This is an optimization exercise on Yosys and OpenROAD, whose aim is small area, a short achievable clock period and few clock cycles per item, not a production implementation. Function was checked by simulation only, so behaviour that the tests miss may differ from the original. Power and IR drop assume default switching activity.

## v6
## safe_stop_release_supervisor_top
module safe_stop_release_supervisor_top #(
    parameter int POS_BITS    = 20,
    parameter int STREAK_BITS = 16
) (
    input  logic                                clk,
    input  logic                                rst_n,
    input  logic [1:0]                          s_tuser,
    input  logic [ssrs_pkg::IN_DATA_W-1:0]      s_tdata,
    input  logic                                s_tvalid,
    output logic                                s_tready,
    output logic [ssrs_pkg::OUT_DATA_W-1:0]     m_tdata,
    output logic                                m_tvalid,
    input  logic                                m_tready,
    input  logic                                cfg_valid,
    output logic                                cfg_ready,
    input  logic [ssrs_pkg::CFG_IDX_W-1:0]      cfg_index,
    input  logic [ssrs_pkg::POS_W-1:0]          cfg_data
);
    localparam logic [19:0] CUT = 20'b1111_1111_1111_1111_1110;
    localparam int F_V   = 0;    
    localparam int F_EV  = 1;    
    localparam int F_ACT = 2;    
    localparam int F_AV  = 3;    
    localparam int F_CAN = 4;    
    localparam int F_STP = 5;    
    localparam int F_CI  = 6;    
    localparam int F_CH  = 7;    
    localparam int F_NEG = 8;    
    localparam int FW    = 9;
    logic advance;         
    logic out_valid;
    logic skid_valid;
    logic rdy_q;           
    assign advance   = !skid_valid;
    assign s_tready  = rdy_q;
    assign cfg_ready = 1'b1;
    logic [3:0]  cfg_we;
    logic [19:0] cfg_wdata;
    logic [19:0] track_len;
    logic [19:0] pass_margin;
    logic [15:0] stop_speed;
    logic [7:0]  confirm;
    always_ff @(posedge clk or negedge rst_n)
    begin
        if (!rst_n)
            cfg_we <= '0;
        else
            for (int i = 0; i < 4; i++)
                cfg_we[i] <= cfg_valid && (cfg_index == 8'(i));
    end
    always_ff @(posedge clk)
        cfg_wdata <= cfg_data;
    always_ff @(posedge clk or negedge rst_n)
  ...
Size in the first run: roughly 840 flip-flops, ~210 I/O pins, ~0.045 mm² of cells after synthesis.
Settings: LEC_CHECK=0, ABC_CLOCK_PERIOD_IN_PS=3300, CAP_MARGIN=20, CORE_MARGIN=2, CORE_UTILIZATION=40, SETUP_SLACK_MARGIN=3, SLEW_MARGIN=20; clock period 8.0 ns.
run.sh (not shown) runs the stock make flow with config.mk's settings and CLKGATE_MAP_FILE= SYNTH_SCRIPT=/design/flow/synth_recipe.tcl, a recipe that flattens the netlist after the stock synthesis.
v6 reached the end of the flow, and the finished layout is clean on the timing, DRC and antenna checks.
Testbench counts of v6, summed over its fixed seeds: cycles 24,168, items 23,331.
Here is what was changed in the inputs of v7 compared with v6.
Settings: ABC_CLOCK_PERIOD_IN_PS changed from 3300 to 2000; SETUP_SLACK_MARGIN changed from 3 to 5.
[summary]
Design area (v7 vs. v6) increases by more than 10%. Relative area change from synthesis to final layout came out higher on v7 than on v6. Number of setup buffers added after CTS: v7 higher than v6. As of v7, clock power had fallen slightly compared to v6. Between v6 and v7, the cell count went up.

========
Another version of the RTL of safe_stop_release_supervisor_top (not shown whole).
Size in the first run: about 3800 cells after synthesis, roughly 890 flip-flops, roughly 210 I/O pins, ~0.044 mm2 of cells after synthesis.
## safe_stop_release_supervisor_top
module safe_stop_release_supervisor_top #(
    parameter int POS_BITS    = 20,
    parameter int STREAK_BITS = 16
) (
    input  logic                                clk,
    input  logic                                rst_n,
    input  logic [1:0]                          s_tuser,
    input  logic [ssrs_pkg::IN_DATA_W-1:0]      s_tdata,
    input  logic                                s_tvalid,
    output logic                                s_tready,
    output logic [ssrs_pkg::OUT_DATA_W-1:0]     m_tdata,
    output logic                                m_tvalid,
    input  logic                                m_tready,
    input  logic                                cfg_valid,
    output logic                                cfg_ready,
    input  logic [ssrs_pkg::CFG_IDX_W-1:0]      cfg_index,
    input  logic [ssrs_pkg::POS_W-1:0]          cfg_data
);
    localparam logic [19:0] CUT = 20'b1111_1111_1111_1111_1110;
    localparam int F_X   = 0;
    localparam int F_EV  = 1;
    localparam int F_AV  = 2;    
    localparam int F_CAN = 3;    
    localparam int F_CS  = 4;    
    localparam int F_NEG = 6;    
    localparam int FW    = 7;
    logic advance;         
    logic out_valid;
    logic skid_valid;
    logic rdy_q;           
    assign advance   = !skid_valid;
    assign s_tready  = rdy_q;
    assign cfg_ready = 1'b1;
    logic [3:0]  cfg_we;
    logic [19:0] track_len;
    logic [19:0] pass_margin;
    logic [15:0] stop_speed;
    logic [7:0]  confirm;
    always_comb
        for (int i = 0; i < 4; i++)
            cfg_we[i] = cfg_valid && (cfg_index == 8'(i));
    always_ff @(posedge clk or negedge rst_n)
    begin
        if (!rst_n)
        begin
            track_len   <= '0;
            pass_margin <= '0;
            stop_speed  <= '0;
            confirm     <= 8'd1;
        end
        else
        begin
            if (cfg_we[0]) track_len   <= cfg_data;
            if (cfg_we[1]) pass_margin <= cfg_data;
            if (cfg_we[2]) stop_speed  <= cfg_data[15:0];
            if (cfg_we[3]) confirm     <= cfg_data[7:0];
        end
    end
    logic        take;
    logic        in_ev, in_act, in_rst;
  ...
==> flow/config.mk <==
export PLATFORM = sky130hd
export DESIGN_NAME = safe_stop_release_supervisor_top
export DESIGN_NICKNAME = safe_stop_release_supervisor_top
export VERILOG_FILES = /design/flow/design.v
export SDC_FILE = /design/flow/constraint.sdc
export NUM_CORES = 4
export LEC_CHECK = 0
export ABC_CLOCK_PERIOD_IN_PS = 2000
export CAP_MARGIN = 20
export CORE_MARGIN = 2
export CORE_UTILIZATION = 40
export SETUP_SLACK_MARGIN = 3.5
export SLEW_MARGIN = 20
==> flow/constraint.sdc <==
create_clock -name core_clock -period 8.0 [get_ports {clk}]
set_input_delay 1.6000 -clock core_clock [delete_from_list [all_inputs] [get_ports {clk}]]
set_output_delay 1.6000 -clock core_clock [all_outputs]
set_load 0.01 [all_outputs]
Testbench counts at the start, summed over its fixed seeds: cycles 24,176, items 23,331.
Then changed:
- CORE_UTILIZATION: 40 -> 60
- SETUP_SLACK_MARGIN: 3.5 -> 5
The changed run completed without violations; core utilization grows by 32 points; final cell count fell by a few percent; critical path depth is higher by 2; worst setup slack is better by 0.15 ns; design area goes up by roughly a tenth; wire length went up by about a fifth.
Then changed:
- CORE_UTILIZATION: 60 -> 40
- SETUP_SLACK_MARGIN: 5 -> 3.9
Outcome: The new run produced a clean layout. Die area climbs by about 50%. Clock-buffer cell count grows by 17. Area after synthesis is unchanged. Register-to-register slack gets better by 0.07 ns. Non-clock buffer count decreases by 334. Hold slack hardly moves. Clock power rises by about 4.7%. Wire length fell by 17%. Final cell count rises by about 3.8%.
Then changed:
- CORE_UTILIZATION: 40 -> 32
What happened: The new run finished clean; critical path depth stays the same; register-to-register slack hardly moves; synthesized area does not change; power shrinks by 1.9%; combinational power hardly moves; maximum frequency stays flat; sequential cell count stays the same; non-clock buffer count grows by 8; cell count grows by about 5.5%.

-- separate check: timing with driven ports --
No port has a modelled driver above. Below, the same layouts with a new extraction and two added sets of constraints.
Step 1 sets driving cells, clkbuf_16 on the clock port and buf_2 on the other inputs (assumed; they add their load-dependent delay and slew).
Step 2 moves the port delays by t, midway between the first and last clock arrival at a register: inputs arrive t later, outputs are due t later. That takes back most of the time a late clock gives input paths.
Three values: no drivers, after step 1, after step 2; two values: the first two.
run | t (ns) | slack for setup (ns) | clock arrival spread, ns | worst register clock-pin slew, ns | worst slew at a driven data input, ns
v6 | 0.730 | 3.122 / 3.122 / 2.689 | 0.041 / 0.041 | 0.07 / 0.07 | 0.10
v7 | 0.738 | 3.453 / 3.453 / 3.453 | 0.040 / 0.041 | 0.06 / 0.06 | 0.14
the first run of note 2 | 0.748 | 3.697 / 3.697 / 3.697 | 0.076 / 0.076 | 0.06 / 0.06 | 0.06
the second run of note 2 | 0.728 | 3.851 / 3.851 / 3.851 | 0.045 / 0.045 | 0.07 / 0.07 | 0.09
the third run of note 2 | 0.741 | 3.923 / 3.923 / 3.829 | 0.036 / 0.036 | 0.07 / 0.07 | 0.08
the fourth run of note 2 | 0.761 | 3.915 / 3.915 / 3.700 | 0.083 / 0.084 | 0.07 / 0.07 | 0.07
After both steps every run listed still meets setup and hold. For v6, which loses most, drivers alone change the setup slack by 0.000 ns; drivers and shift together by -0.433 ns.
